From an optimization exercise on the open Yosys and OpenROAD flow, aimed at small area, a short achievable clock period and few clock cycles per item; shortcuts taken in it are not production practice.
The RTL of this run was laid out without a check of its function.
Power is estimated from default activity; no workload was simulated.

--- design.v ---
package lfps_pkg;
  localparam int NUM_SENSORS = 16;
  localparam int SAMPLE_BITS = 12;
  localparam int THRESH_W    = 12;
  localparam int SUM_W       = 7;
  localparam int CNT_W       = 5;
  localparam int SUM_MAX     = 127;
  localparam int COUNT_MAX   = 31;
  localparam int POS_W       = 13;
  localparam int MIDDLE_Q8   = 1920;
  localparam int POS_MAX     = (NUM_SENSORS - 1) * 256;
  localparam int POS_NONE    = -256;
  localparam int DVD_W       = 21;
  localparam int DVS_W       = 32;
  localparam int INTEG_W     = 48;
  localparam int ACC_W       = 88;
  localparam int MUL_W       = 33;
  localparam int CORR_W      = 22;
  localparam int CORR_LIMIT  = 1048576;
  localparam int PWM_W       = 16;
  typedef enum logic [2:0] {
    REG_KP     = 3'd0,
    REG_KI     = 3'd1,
    REG_KD     = 3'd2,
    REG_CRUISE = 3'd3,
    REG_THRESH = 3'd4
  } reg_idx_t;
  typedef struct packed {
    logic signed [31:0]   kp;
    logic signed [31:0]   ki;
    logic signed [31:0]   kd;
    logic [PWM_W-1:0]     cruise;
    logic [THRESH_W-1:0]  thresh;
  } cfg_t;
  typedef struct packed {
    logic [SUM_W-1:0] index_sum;
    logic [CNT_W-1:0] hit_count;
    logic [31:0]      time_ms;
  } scan_t;
  typedef struct packed {
    logic signed [POS_W-1:0] position_q8;
    logic [PWM_W-1:0]        right_pwm;
    logic                    right_reverse;
    logic [PWM_W-1:0]        left_pwm;
    logic                    left_reverse;
  } result_t;
endpackage
module line_follow_pid_steering_core (
  input  logic        clk,
  input  logic        rst_n,
  input  logic        in_tvalid,
  output logic        in_tready,
  input  logic [47:0] in_tdata,    
  input  logic        in_tlast,    
  output logic        out_tvalid,
  input  logic        out_tready,
  output logic [47:0] out_tdata,
  input  logic        cfg_valid,
  output logic        cfg_ready,
  input  logic [2:0]  cfg_index,
  input  logic [31:0] cfg_data
);
  localparam logic [1:0] P_IDLE = 2'd0, P_DIV = 2'd1, P_DONE = 2'd3;
  localparam logic [1:0] B_IDLE = 2'd0, B_ABS = 2'd1, B_DIV = 2'd2, B_DONE = 2'd3;
  localparam logic [1:0] C_IDLE = 2'd0, C_RUN = 2'd1, C_RES = 2'd2;
  localparam logic [1:0] D_EMPTY = 2'd0, D_ACC = 2'd1, D_WHL = 2'd2, D_OUT = 2'd3;
  logic       rst_q;
  logic [1:0] p_st, b_st, c_st, d_st;
  logic [3:0] p_cnt, b_cnt, c_cnt;
  logic       c_ovl, out_valid_r;
  logic       handoff, p_idle_next, pb_xfer, bc_xfer;
  always_ff @(posedge clk) rst_q <= rst_n;
  logic [31:0] kp_r, ki_r, kd_r;
  logic [15:0] cruise_r;
  logic [11:0] thresh_r;
  assign cfg_ready = 1'b1;
  always_ff @(posedge clk) begin
    if (!rst_q) begin
      kp_r     <= 32'd131072000;
      ki_r     <= '0;
      kd_r     <= '0;
      cruise_r <= 16'd40000;
      thresh_r <= 12'd1000;
    end else if (cfg_valid) begin
      case (cfg_index)
        3'd0: kp_r     <= cfg_data;
        3'd1: ki_r     <= cfg_data;
        3'd2: kd_r     <= cfg_data;
        3'd3: cruise_r <= cfg_data[15:0];
        3'd4: thresh_r <= cfg_data[11:0];
        default: ;
      endcase
    end
  end
  logic        in_rdy_r;
  logic        cap_en_r;     
  logic        v_r, last_r, hit_r;
  logic [3:0]  idx_r;
  logic [31:0] ts_r;
  logic [6:0]  sum_r, sum_fin;
  logic [4:0]  cnt_r, cnt_fin;
  logic [7:0]  sum_add;
  logic        hold, v_next, last_next;
  assign in_tready = in_rdy_r;
  always_comb begin
    sum_add = {1'b0, sum_r} + {4'd0, idx_r};
    sum_fin = sum_r;
    cnt_fin = cnt_r;
    if (hit_r) begin
      sum_fin = sum_add[7] ? 7'd127 : sum_add[6:0];
      cnt_fin = (cnt_r == 5'd31) ? 5'd31 : cnt_r + 5'd1;
    end
  end
  assign handoff   = v_r && last_r && (p_st == P_IDLE);
  assign hold      = v_r && last_r && (p_st != P_IDLE);
  assign v_next    = in_rdy_r ? in_tvalid : hold;
  assign last_next = in_rdy_r ? in_tlast : last_r;
  always_ff @(posedge clk) begin
    if (cap_en_r) begin
      last_r <= in_tlast;
      hit_r  <= in_tdata[11:0] > thresh_r;
      idx_r  <= in_tdata[15:12];
      ts_r   <= in_tdata[47:16];
    end
  end
  always_ff @(posedge clk) begin
    if (!rst_q) begin
      in_rdy_r <= 1'b0;
      cap_en_r <= 1'b1;
      v_r      <= 1'b0;
      sum_r    <= '0;
      cnt_r    <= '0;
    end else begin
      v_r      <= v_next;
      in_rdy_r <= !(v_next && last_next && !p_idle_next);
      cap_en_r <= !(v_next && last_next && !p_idle_next);
      if (v_r && !hold) begin
        if (last_r) begin
          sum_r <= '0;
          cnt_r <= '0;
        end else begin
          sum_r <= sum_fin;
          cnt_r <= cnt_fin;
        end
      end
    end
  end
  logic [31:0]        prev_ts_r, pdt_r;
  logic               pbor_r;
  logic signed [12:0] prev_pos_r;   
  logic [4:0]         prem_r, pdvs_r;
  logic [12:0]        pq_r;         
  logic               pzero_r;
  logic [4:0]  pr [0:2];
  logic [11:0] pq [0:2];
  logic [4:0]  prem_n;
  logic [11:0] pq_n;
  always_comb begin
    pr[0] = prem_r;
    pq[0] = pq_r[11:0];
    for (int i = 0; i < 2; i++) begin
      logic [5:0] r2;
      logic [6:0] d7;
      r2 = {pr[i], pq[i][11]};
      d7 = {1'b0, r2} - {2'b0, pdvs_r};
      if (!d7[6]) begin
        pr[i+1] = d7[4:0];
        pq[i+1] = {pq[i][10:0], 1'b1};
      end else begin
        pr[i+1] = r2[4:0];
        pq[i+1] = {pq[i][10:0], 1'b0};
      end
    end
    prem_n = pr[2];
    pq_n   = pq[2];
  end
  logic [16:0] dlo_v, dhi_v;
  assign dlo_v = {1'b0, pdt_r[15:0]} - {1'b0, prev_ts_r[15:0]};
  assign dhi_v = {1'b0, pdt_r[31:16]} - {1'b0, prev_ts_r[31:16]} - {16'd0, pbor_r};
  logic signed [12:0] pos_v;
  assign pos_v = pzero_r ? -13'sd256 : $signed({1'b0, pq_r[11:0]});
  logic p_final;
  assign p_final = (p_st == P_DONE);
  always_ff @(posedge clk) begin
    if (!rst_q) begin
      p_st      <= P_IDLE;
      p_cnt     <= '0;
      prev_ts_r <= '0;
    end else begin
      case (p_st)
        P_IDLE: begin
          if (handoff) begin
            pdt_r   <= ts_r;
            prem_r  <= {2'd0, sum_fin[6:4]};
            pq_r    <= {1'b0, sum_fin[3:0], 8'd0};
            pdvs_r  <= cnt_fin;
            pzero_r <= (cnt_fin == 5'd0);
            p_cnt   <= '0;
            p_st    <= P_DIV;
          end
        end
        P_DIV: begin
          prem_r <= prem_n;
          pq_r   <= {1'b0, pq_n};
          p_cnt  <= p_cnt + 4'd1;
          if (p_cnt == 4'd0) begin
            pdt_r[15:0]     <= dlo_v[15:0];
            pbor_r          <= dlo_v[16];
            prev_ts_r[15:0] <= pdt_r[15:0];
          end
          if (p_cnt == 4'd1) begin
            pdt_r[31:16]     <= dhi_v[15:0];
            prev_ts_r[31:16] <= pdt_r[31:16];
          end
          if (p_cnt == 4'd5) p_st <= P_DONE;
        end
        default: begin
          if (pb_xfer) p_st <= P_IDLE;
        end
      endcase
    end
  end
  logic [31:0]        dt_r;
  logic [22:0]        d3_r;         
  logic               dbig_r, dzero_r;
  logic [21:0]        rem_r, q_r;
  logic               dsgn_r;
  logic [13:0]        mreg_r;       
  logic               mprev_r;
  logic [2:0]         mdig_r;       
  logic signed [35:0] accp_r;       
  logic [3:0]         mcnt_r;
  logic               icy_r, iovf_r, isgn_r;
  logic signed [13:0] diff_v;
  logic signed [12:0] err_v;
  assign diff_v = {pos_v[12], pos_v} - {prev_pos_r[12], prev_pos_r};
  assign err_v  = pos_v - 13'sd1920;
  logic [23:0] r4, s1v, s2v, s3v;
  logic [21:0] rem_n, q_n;
  always_comb begin
    r4  = {rem_r, q_r[21:20]};
    s1v = r4 - {2'd0, dt_r[21:0]};
    s2v = r4 - {1'd0, dt_r[21:0], 1'b0};
    s3v = r4 - {1'd0, d3_r};
    if (dbig_r) begin
      rem_n = r4[21:0];
      q_n   = {q_r[19:0], 2'd0};
    end else if (!s3v[23]) begin
      rem_n = s3v[21:0];
      q_n   = {q_r[19:0], 2'd3};
    end else if (!s2v[23]) begin
      rem_n = s2v[21:0];
      q_n   = {q_r[19:0], 2'd2};
    end else if (!s1v[23]) begin
      rem_n = s1v[21:0];
      q_n   = {q_r[19:0], 2'd1};
    end else begin
      rem_n = r4[21:0];
      q_n   = {q_r[19:0], 2'd0};
    end
  end
  function automatic logic [2:0] booth_dig(input logic [2:0] b);
    booth_dig = {b[2], b[1] ^ b[0], (b[2] & ~b[1] & ~b[0]) | (~b[2] & b[1] & b[0])};
  endfunction
  logic [35:0] mmag;
  logic signed [35:0] msum;
  always_comb begin
    mmag = mdig_r[1] ? {4'd0, dt_r} : mdig_r[0] ? {3'd0, dt_r, 1'b0} : 36'd0;
    msum = accp_r + $signed(mmag ^ {36{mdig_r[2]}}) + 36'(mdig_r[2]);
  end
  logic signed [47:0] integ_r;
  logic [11:0] ich_v;
  logic [12:0] isum_v;
  always_comb begin
    case (mcnt_r[1:0])
      2'd3:    ich_v = integ_r[11:0];
      2'd0:    ich_v = integ_r[23:12];
      2'd1:    ich_v = integ_r[35:24];
      default: ich_v = integ_r[47:36];
    endcase
    isum_v = {1'b0, mreg_r[11:0]} + {1'b0, ich_v} + {12'd0, icy_r & (mcnt_r != 4'd7)};
  end
  always_ff @(posedge clk) begin
    if (!rst_q) begin
      b_st       <= B_IDLE;
      b_cnt      <= '0;
      prev_pos_r <= 13'sd1920;
    end else begin
      if (pb_xfer) begin
        prev_pos_r <= pos_v;
        dt_r       <= pdt_r;
        q_r        <= 22'(diff_v);
        dsgn_r     <= diff_v[13];
        mreg_r     <= {err_v[12], err_v};
        mprev_r    <= 1'b0;
        mdig_r     <= booth_dig({pos_v[1:0], 1'b0});
        accp_r     <= '0;
        mcnt_r     <= '0;
        b_st       <= B_ABS;
      end else begin
        case (b_st)
          B_ABS: begin
            rem_r   <= '0;
            q_r     <= {1'b0, dsgn_r ? 13'(-q_r[13:0]) : q_r[12:0], 8'd0};
            d3_r    <= {1'b0, dt_r[21:0]} + {dt_r[21:0], 1'b0};
            dbig_r  <= |dt_r[31:21];
            dzero_r <= (dt_r == 32'd0);
            b_cnt   <= '0;
            b_st    <= B_DIV;
          end
          B_DIV: begin
            rem_r <= rem_n;
            q_r   <= q_n;
            b_cnt <= b_cnt + 4'd1;
            if (b_cnt == 4'd10) b_st <= B_DONE;
          end
          B_DONE: begin
            if (bc_xfer) b_st <= B_IDLE;
          end
          default: ;
        endcase
        if (b_st != B_IDLE) begin
          if (mcnt_r < 4'd7) begin
            accp_r  <= msum >>> 2;
            mreg_r  <= {msum[1:0], mreg_r[13:2]};
            mprev_r <= mreg_r[1];
            mdig_r  <= booth_dig(mreg_r[3:1]);
          end else if (mcnt_r < 4'd11) begin
            {accp_r[33:0], mreg_r} <= {isum_v[11:0], accp_r[33:0], mreg_r[13:12]};
            icy_r  <= isum_v[12];
            iovf_r <= (integ_r[47] == mreg_r[11]) && (isum_v[11] != integ_r[47]);
            isgn_r <= integ_r[47];
          end
          if (mcnt_r != 4'd11) mcnt_r <= mcnt_r + 4'd1;
        end
      end
    end
  end
  localparam logic [57:0] ACC_BIAS = 58'h0080000000200000;   
  localparam logic [57:0] ROW_G    = 58'h0080000000000000;   
  localparam logic [57:0] NEG_BIAS = 58'h037FFFFFFFE00000;   
  logic signed [12:0] e_r;
  logic [21:0]        dd_r;         
  logic               ds_r;         
  logic [55:0]        s_r, c_r;
  logic               cin_r, sticky_r;
  logic [2:0]         bp_r, bd_r, bi_r;    
  logic d_can_write, c_take, c_last, out_load;
  assign out_load    = (d_st == D_OUT);
  assign d_can_write = (d_st == D_EMPTY) && !out_valid_r;
  assign c_last      = (c_st == C_RUN) && (c_cnt == 4'd15);
  assign c_take      = (c_st == C_IDLE) || (c_st == C_RES && d_can_write) ||
                       (c_last && d_can_write);
  assign bc_xfer     = (b_st == B_DONE) && c_take;
  assign pb_xfer     = p_final && ((b_st == B_IDLE) || bc_xfer);
  assign p_idle_next = ((p_st == P_IDLE) && !handoff) || pb_xfer;
  function automatic logic [2:0] trip_sel(input logic [31:0] k, input logic [3:0] j);
    logic [32:0] kx;
    logic [2:0]  m1 [0:7];
    logic [2:0]  m2 [0:3];
    logic [2:0]  m3 [0:1];
    kx = {k, 1'b0};
    for (int i = 0; i < 8; i++) m1[i] = j[0] ? kx[4*i+2 +: 3] : kx[4*i +: 3];
    for (int i = 0; i < 4; i++) m2[i] = j[1] ? m1[2*i+1] : m1[2*i];
    for (int i = 0; i < 2; i++) m3[i] = j[2] ? m2[2*i+1] : m2[2*i];
    trip_sel = j[3] ? m3[1] : m3[0];
  endfunction
  logic [3:0]  bj;
  logic [2:0]  tp, td, ti;
  always_comb begin
    bj = c_cnt + 4'd1;
    tp = trip_sel(kp_r, bj);
    td = trip_sel(kd_r, bj);
    ti = trip_sel(ki_r, bj);
  end
  logic [13:0] mE;
  logic [21:0] mD;
  logic [48:0] mI;
  logic [21:0] rowE;
  logic [22:0] rowD;
  logic [56:0] rowI;
  logic [57:0] sin, cinp, rdg, s1, c1, s2, c2, s3, c3;
  logic [2:0]  lowsum;
  logic        nD, nP, nI, first;
  always_comb begin
    first = (c_cnt == 4'd0);
    nP = bp_r[2];
    nI = bi_r[2];
    nD = bd_r[2] ^ ds_r;
    mE = bp_r[1] ? {e_r[12], e_r} : bp_r[0] ? {e_r, 1'b0} : 14'd0;
    mD = bd_r[1] ? dd_r : bd_r[0] ? {dd_r[20:0], 1'b0} : 22'd0;
    mI = bi_r[1] ? {integ_r[47], integ_r} : bi_r[0] ? {integ_r, 1'b0} : 49'd0;
    rowE = ({mE, 8'd0} ^ {22{nP}}) ^ 22'h200000;
    rowD = ({1'b0, mD} ^ {23{nD}}) ^ 23'h400000;
    rowI = ({mI, 8'd0} ^ {57{nI}}) ^ 57'h100000000000000;
    rdg  = {35'd0, rowD} | ROW_G;
    sin  = first ? ACC_BIAS : {2'd0, s_r};
    cinp = first ? 58'd0 : {2'd0, c_r};
    s1 = sin ^ cinp ^ {1'b0, rowI};
    c1 = {(sin[56:0] & cinp[56:0]) | (sin[56:0] & rowI) | (cinp[56:0] & rowI), nD};
    s2 = s1 ^ c1 ^ rdg;
    c2 = {(s1[56:0] & c1[56:0]) | (s1[56:0] & rdg[56:0]) | (c1[56:0] & rdg[56:0]), nP};
    s3 = s2 ^ c2 ^ {36'd0, rowE};
    c3 = {(s2[56:0] & c2[56:0]) | (s2[56:0] & {35'd0, rowE}) | (c2[56:0] & {35'd0, rowE}), nI};
    lowsum = {1'b0, s3[1:0]} + {1'b0, c3[1:0]} + {2'd0, (first ? 1'b0 : cin_r)};
  end
  always_ff @(posedge clk) begin
    if (!rst_q) begin
      c_st    <= C_IDLE;
      c_cnt   <= 4'd15;
      c_ovl   <= 1'b0;
      integ_r <= '0;
    end else begin
      c_ovl <= 1'b0;
      if (c_st == C_RUN) begin
        s_r      <= s3[57:2];
        c_r      <= c3[57:2];
        cin_r    <= lowsum[2];
        sticky_r <= (first ? 1'b0 : sticky_r) | (|lowsum[1:0]);
        if (!c_last) c_cnt <= c_cnt + 4'd1;
        bp_r     <= booth_dig(tp);
        bd_r     <= booth_dig(td);
        bi_r     <= booth_dig(ti);
        if (c_last) begin
          if (d_can_write) begin
            c_ovl <= 1'b1;
            c_st  <= C_IDLE;
          end else begin
            c_st  <= C_RES;
          end
        end
      end else if (c_st == C_RES && d_can_write) begin
        c_st <= C_IDLE;
      end
      if (bc_xfer) begin
        e_r     <= prev_pos_r - 13'sd1920;
        dd_r    <= dzero_r ? 22'd0 : q_r;
        ds_r    <= dsgn_r;
        if (iovf_r)
          integ_r <= isgn_r ? {1'b1, 47'd0} : {1'b0, {47{1'b1}}};
        else
          integ_r <= {accp_r[33:0], mreg_r};
        c_cnt   <= '0;
        c_st    <= C_RUN;
        bp_r    <= booth_dig(tp);
        bd_r    <= booth_dig(td);
        bi_r    <= booth_dig(ti);
      end
    end
  end
  logic [46:0]        out_r;
  logic [20:0]        x_r;          
  logic               inc_r;        
  logic               big_r;        
  logic               cpos_r;       
  logic               d_cap, dpos_cap;
  logic [57:0]        ys, yk;
  logic [21:0]        alo;
  function automatic logic carry_tree(input logic [35:0] g, input logic [35:0] p, input logic ci);
    logic [35:0] gg, pp;
    gg = g;
    pp = p;
    for (int w = 1; w < 64; w = w * 2) begin
      for (int i = 0; i < 36; i = i + 2 * w) begin
        if (i + w < 36) begin
          int hi;
          hi = (i + 2 * w - 1 < 36) ? i + 2 * w - 1 : 35;
          gg[hi] = gg[hi] | (pp[hi] & gg[i + w - 1]);
          pp[hi] = pp[hi] & pp[i + w - 1];
        end
      end
    end
    carry_tree = gg[35] | (pp[35] & ci);
  endfunction
  logic [57:21]       kz, ko;
  logic               hzero, hones, asign;
  logic [21:0]        xt;
  assign d_cap    = c_ovl || (c_st == C_RES && d_can_write);
  assign dpos_cap = (c_last && d_can_write) || (c_st == C_RES && d_can_write);
  always_comb begin
    ys = {2'd0, s_r} ^ {2'd0, c_r} ^ NEG_BIAS;
    yk = {({1'b0, s_r} & {1'b0, c_r}) | ({1'b0, s_r} & NEG_BIAS[56:0]) |
          ({1'b0, c_r} & NEG_BIAS[56:0]), cin_r};
    alo   = {1'b0, ys[20:0]} + {1'b0, yk[20:0]};
    asign = ys[57] ^ yk[57] ^ carry_tree(ys[56:21] & yk[56:21], ys[56:21] | yk[56:21], alo[21]);
    kz[21] = alo[21];
    ko[21] = alo[21];
    for (int i = 22; i <= 57; i++) begin
      kz[i] = ys[i-1] | yk[i-1];
      ko[i] = ys[i-1] & yk[i-1];
    end
    hzero = ((ys[57:21] ^ yk[57:21] ^ kz) == '0);
    hones = ((ys[57:21] ^ yk[57:21] ^ ko) == '1);
    xt = {1'b0, x_r} + {21'd0, inc_r};
  end
  logic [21:0] v_v;
  logic [16:0] fast_v, slow_v;
  always_comb begin
    v_v    = {6'd0, cruise_r} - {1'b0, x_r};
    fast_v = {cruise_r, 1'b0};
    slow_v = {(xt > 22'h00FFFF) ? 16'hFFFF : xt[15:0], big_r};
  end
  assign x_r        = out_r[20:0];
  assign out_tvalid = out_valid_r;
  assign out_tdata  = {1'b0, out_r};
  always_ff @(posedge clk) begin
    if (!rst_q) begin
      d_st        <= D_EMPTY;
      out_valid_r <= 1'b0;
    end else begin
      if (out_load) begin
        out_valid_r <= 1'b1;
        d_st        <= D_EMPTY;
      end else if (out_tready) begin
        out_valid_r <= 1'b0;
      end
      if (d_st == D_ACC) d_st <= D_WHL;
      if (d_st == D_WHL) d_st <= D_OUT;
      if (d_cap) d_st <= D_ACC;
    end
  end
  always_ff @(posedge clk) begin
    if (dpos_cap) out_r[46:34] <= e_r + 13'sd1920;
    if (d_cap) begin
      big_r <= !(hzero || hones);
      if (!asign) begin
        out_r[20:0] <= alo[20:0];
        inc_r       <= 1'b0;
        cpos_r      <= !hzero || (alo[20:0] != 21'd0);
      end else begin
        out_r[20:0] <= ~alo[20:0];
        inc_r       <= ~sticky_r;
        cpos_r      <= 1'b0;
      end
    end
    if (d_st == D_ACC) begin
      out_r[20:0] <= (big_r || xt > 22'h100000) ? 21'h100000 : xt[20:0];
    end
    if (d_st == D_WHL) begin
      out_r[20:0] <= v_v[21] ? ~v_v[20:0] : v_v[20:0];
      inc_r       <= v_v[21];
      big_r       <= v_v[21];
    end
    if (out_load) begin
      out_r[33:0] <= cpos_r ? {slow_v, fast_v} : {fast_v, slow_v};
    end
  end
endmodule
--- flow/run.sh ---
#!/bin/bash
set -euo pipefail
bash standard.sh SETUP_SLACK_MARGIN=7 finish > standard.log 2>&1
--- standard.sh ---
#!/bin/bash
# synth_recipe.tcl (not shown) runs the flow's synth.tcl, then flattens the netlist and writes it again
# the make line also repeats each setting of config.mk as NAME=value (left out here)
make -C /OpenROAD-flow-scripts/flow DESIGN_CONFIG=/design/flow/config.mk WORK_HOME=/design/flow/orfs CLKGATE_MAP_FILE= SYNTH_SCRIPT=/design/flow/synth_recipe.tcl "${@:-finish}"
--- config.mk ---
export PLATFORM = sky130hd
export DESIGN_NAME = line_follow_pid_steering_core
export DESIGN_NICKNAME = line_follow_pid_steering_core
export VERILOG_FILES = /design/flow/design.v
export SDC_FILE = /design/flow/constraint.sdc
export NUM_CORES = 4
export LEC_CHECK = 0
export CAP_MARGIN = 20
export CORE_MARGIN = 2
export CORE_UTILIZATION = 40
export SLEW_MARGIN = 20
--- constraint.sdc ---
create_clock -name core_clock -period 11.0 [get_ports {clk}]
set_input_delay 2.2000 -clock core_clock [delete_from_list [all_inputs] [get_ports {clk}]]
set_output_delay 2.2000 -clock core_clock [all_outputs]
set_load 0.01 [all_outputs]
==> flow_summary.json <==
{
  "synth_flop_cell": "edfxtp_1",
  "leakage_uw": 0.0233,
  "layout_commonest_cell": "nand2_1",
  "avgSynthCellArea_um2": 9.26,
  "cp-end-kind": "flip-flop",
  "vdd_drop_max_v": 0.000129,
  "drc": 0,
  "core.rowCount": 131,
  "critPathMaxStageDelay_ns": 0.48,
  "antenna_left": 0,
  "vias_per_cell": 5.44,
  "finalSetupViolations": 0,
  "grt_pass1_wl_um": 219000,
  "critical_path_cell_count": 15,
  "synthCells": 5575,
  "p_int_uw": 4680,
  "diodes": 0,
  "path_buf_inv": 2,
  "drive_above_1_share_pct": 7.36,
  "cts_buffer_depth": 3,
  "mappedNetlistArea_um2": 51600,
  "status": "no timing/DRC/antenna violations",
  "antenna_found_initial": 1,
  "h-tree-depth": 3,
  "netSwitchingPower_uw": 1310,
  "synth.distinct_cells": 99,
  "start_util_pct": 40.4,
  "ff2ff_path_depth": 15,
  "min_period_ns": 4.09,
  "fin_area_um2": 58200,
  "maxCapViolCount": 0,
  "powerDensity_nw_per_um2": 103,
  "seqPwrFrac_pct": 48.3,
  "track_usage_pct": 20.9,
  "fin_crit_sh_pct": 37.2,
  "pwr-share-comb_pct": 3.4,
  "mostFrequentLayoutCells": "nand2_1, inv_1, ha_1",
  "cp_cell_sequence": "buf_6, nor2b_4, buf_12, a22oi_1, xnor2_1, ha_1, a211oi_2, o211ai_2, a22oi_2, o21ai_2, a2111o_1, a311o_1, a31o_1, a2111o_1, a31oi_1",
  "clk_pin_slew_ns": 0.06,
  "place_area_um2": 54600,
  "cts_made_buffers": 83,
  "gr-total-overflow": 0,
  "die_w_um": 363,
  "fin_setup_tns_ns": 0,
  "min_path_type": "flip-flop to flip-flop",
  "drv_slew": 0,
  "cts_tree": "done",
  "ys_ff_latch": 719,
  "min_delay_path_depth": 2,
  "worstPathMaxFanout": 9,
  "area_growth_pct": 12.9,
  "cp.arrival_ns": 4.61,
  "fmax_mhz": 245,
  "first_iter_violations": 3314,
  "async_flop_share_pct": 0,
  "cp_top_family": "compound AO/OA/AOI/OAI gates",
  "io_pins": 140,
  "criticalPathCategory": "flip-flop to flip-flop",
  "portBuffers": 137,
  "startpoint_type": "flip-flop",
  "rsz0062_at_grt": "true",
  "relSlewSlack_pct": 33.8,
  "wl_per_cell_um": 18.8,
  "place_congestion": 0.923,
  "final-hold-violation-count": 0,
  "detail_route.wirelength_um": 139000,
  "clock_skew_ns": 0.0324,
  "dr.pass1.iters": 7,
  "yosys_warnings": 12,
  "clkLatencyLatePin_ns": 0.69,
  "ys_seq_area_share_pct": 36.9,
  "clkPwrFrac_pct": 48.3,
  "cp_common_cell": "a2111o_1",
  "fillers": 12208,
  "grt_pass1_vias": 38401,
  "vias": 40254,
  "synth_edf_count": 464,
  "worst_path_max_delay_cell": "edfxtp_1",
  "worstPathRequired_ns": 11.53,
  "total_power_uw": 5990,
  "final_nets": 6372,
  "cts.sinks": 719,
  "place_hpwl_um": 103000,
  "die_area_um2": 132000,
  "worst_pin_slew_ns": 0.989,
  "grt_max_degree": 116,
  "swShare_pct": 21.9,
  "cts-root-buf": "clkbuf_16",
  "postCtsHoldBufs": 0,
  "synth_nets": 6285,
  "utilization_pct": 45.6,
  "core_area_um2": 128000,
  "die_h_um": 363
}
## metal layers
layer | vias to the layer above | GRT usage (%) | share of wire [%]
met5 | - | 0 | 0
met4 | 0 | 5.80 | 2.7
met3 | 210 | 3.48 | 6.0
met2 | 1065 | 31.5 | 43
met1 | 19298 | 30.6 | 48
li1 | 19681 | - | -
## repair_timing
item	in CTS	in global routing
pin swaps	0	19
setup endpoints to repair	239	164
cloned	2	0
buffers inserted	15	42
gates resized for setup	28	75
## registers in the layout (all words and copies together) (netlist names), 35 cells and up
signal / cells
s_r: 56
out_r: 47
accp_r: 35
integ_r: 48
c_r: 56
## worst paths after layout
kind	startpoint	end	slack, ns
setup / recovery	mdig_r[1]	accp_r[32]	6.91
hold / removal	kp_r[30]	kp_r[30]	0.45
hold reg to reg	kp_r[30]	kp_r[30]	0.45
setup reg to reg	mdig_r[1]	accp_r[32]	6.91
## worst register-to-register path, stage by stage (launching register included)
cell and delay (ns):
edfxtp_1 0.48, buf_6 0.17, nor2b_4 0.15, buf_12 0.14, a22oi_1 0.08, xnor2_1 0.15
ha_1 0.36, a211oi_2 0.28, o211ai_2 0.16, a22oi_2 0.27, o21ai_2 0.12, a2111o_1 0.41
a311o_1 0.42, a31o_1 0.22, a2111o_1 0.41, a31oi_1 0.14
## Yosys cell counts, drive strengths merged (11+ instances only)
cell type / number / share of area [%]
o31a: 12 / 0.20
xnor2: 314 / 5.3
and2: 61 / 0.74
mux4: 39 / 1.7
o21a: 35 / 0.51
nand2: 823 / 6.0
edfxtp: 464 / 27
o21ai: 273 / 2.7
or3: 22 / 0.27
and3: 32 / 0.39
o211ai: 79 / 1.2
o221a: 18 / 0.39
or2: 18 / 0.22
dfxtp: 255 / 9.9
a222oi: 11 / 0.21
nor3: 65 / 0.65
nand3b: 12 / 0.17
nor2: 284 / 2.1
o21bai: 17 / 0.25
nor2b: 73 / 0.89
a21o: 75 / 1.1
xor2: 103 / 1.7
a31oi: 47 / 0.58
buf: 28 / 0.29
nand4: 29 / 0.35
a22oi: 70 / 1.0
clkbuf: 220 / 1.6
nor4: 34 / 0.45
a211oi: 34 / 0.53
inv: 534 / 3.9
a21oi: 449 / 4.4
fa: 135 / 5.2
o31ai: 34 / 0.50
nand3: 96 / 0.93
nand2b: 55 / 0.67
ha: 486 / 12
a221oi: 19 / 0.32
a21boi: 21 / 0.31
mux2i: 56 / 1.1
## final cells by class
type | count | area, um2 | area share, %
multi-input combinational | 4076 | 30000 | 51.5
clock inverter | 36 | 428 | 0.735
timing repair buffer | 248 | 2290 | 3.94
inverter | 534 | 2020 | 3.46
sequential | 719 | 19000 | 32.7
clock buffer | 119 | 2380 | 4.08
tap | 1662 | 2080 | 3.57
## stage by stage
stage | instances | hold slack (ns) | worst slack, ns
finish | 7394 | 0.452 | 6.91
global route | 7394 | 0.471 | 6.75
CTS | 7352 | 0.454 | 6.82
detailed placement | 7180 | 0.446 | 5.88
floorplan | 5575 | 0.430 | 7.03
global placement | 7179 | 0.439 | 5.90
## cell families (layout without fill, tap and decap cells)
family	after synthesis	after routing	synth area share [%]
flip-flops	719	719	36.9
XOR/XNOR	417	417	7.09
AO/OA/AOI/OAI	1290	1290	15.8
AND/OR/NAND/NOR	1642	1644	14.5
other	2	2	0.0146
buffers and inverters	782	937	5.77
multiplexers	102	102	2.94
adder cells (fa/ha/maj)	621	621	17.0
## power by group through the flow
stage / Sequential (uW) / Clock (uW) / Combinational, uW
global route: 2900 / 3060 / 223
floorplan: 2940 / 0 / 120
global placement: 2950 / 0 / 193
detailed placement: 2950 / 0 / 196
CTS: 2890 / 2950 / 197
finish: 2890 / 2890 / 201

==> port drivers added, routing unchanged <==
No port has a modelled driver above. Below, the same layout with a new extraction and two added sets of constraints. Step 1, drivers: a clkbuf_16 drives clk and a buf_2 each remaining input, both assumed. Step 2 also shifts input and output timing later by t, the mid clock arrival at the registers, as if the neighbouring blocks saw the same clock. Slacks: no drivers / after step 1 / after step 2; pairs: no drivers / after step 1.
t (ns): 0.744
slack for setup (ns): 6.911 / 6.911 / 6.638
worst setup path at the end: input to register
cell pins on the clock port's net: 1
After both steps this run still meets setup and hold. For this run, drivers alone change the setup slack by 0.000 ns; drivers and shift together by -0.273 ns.
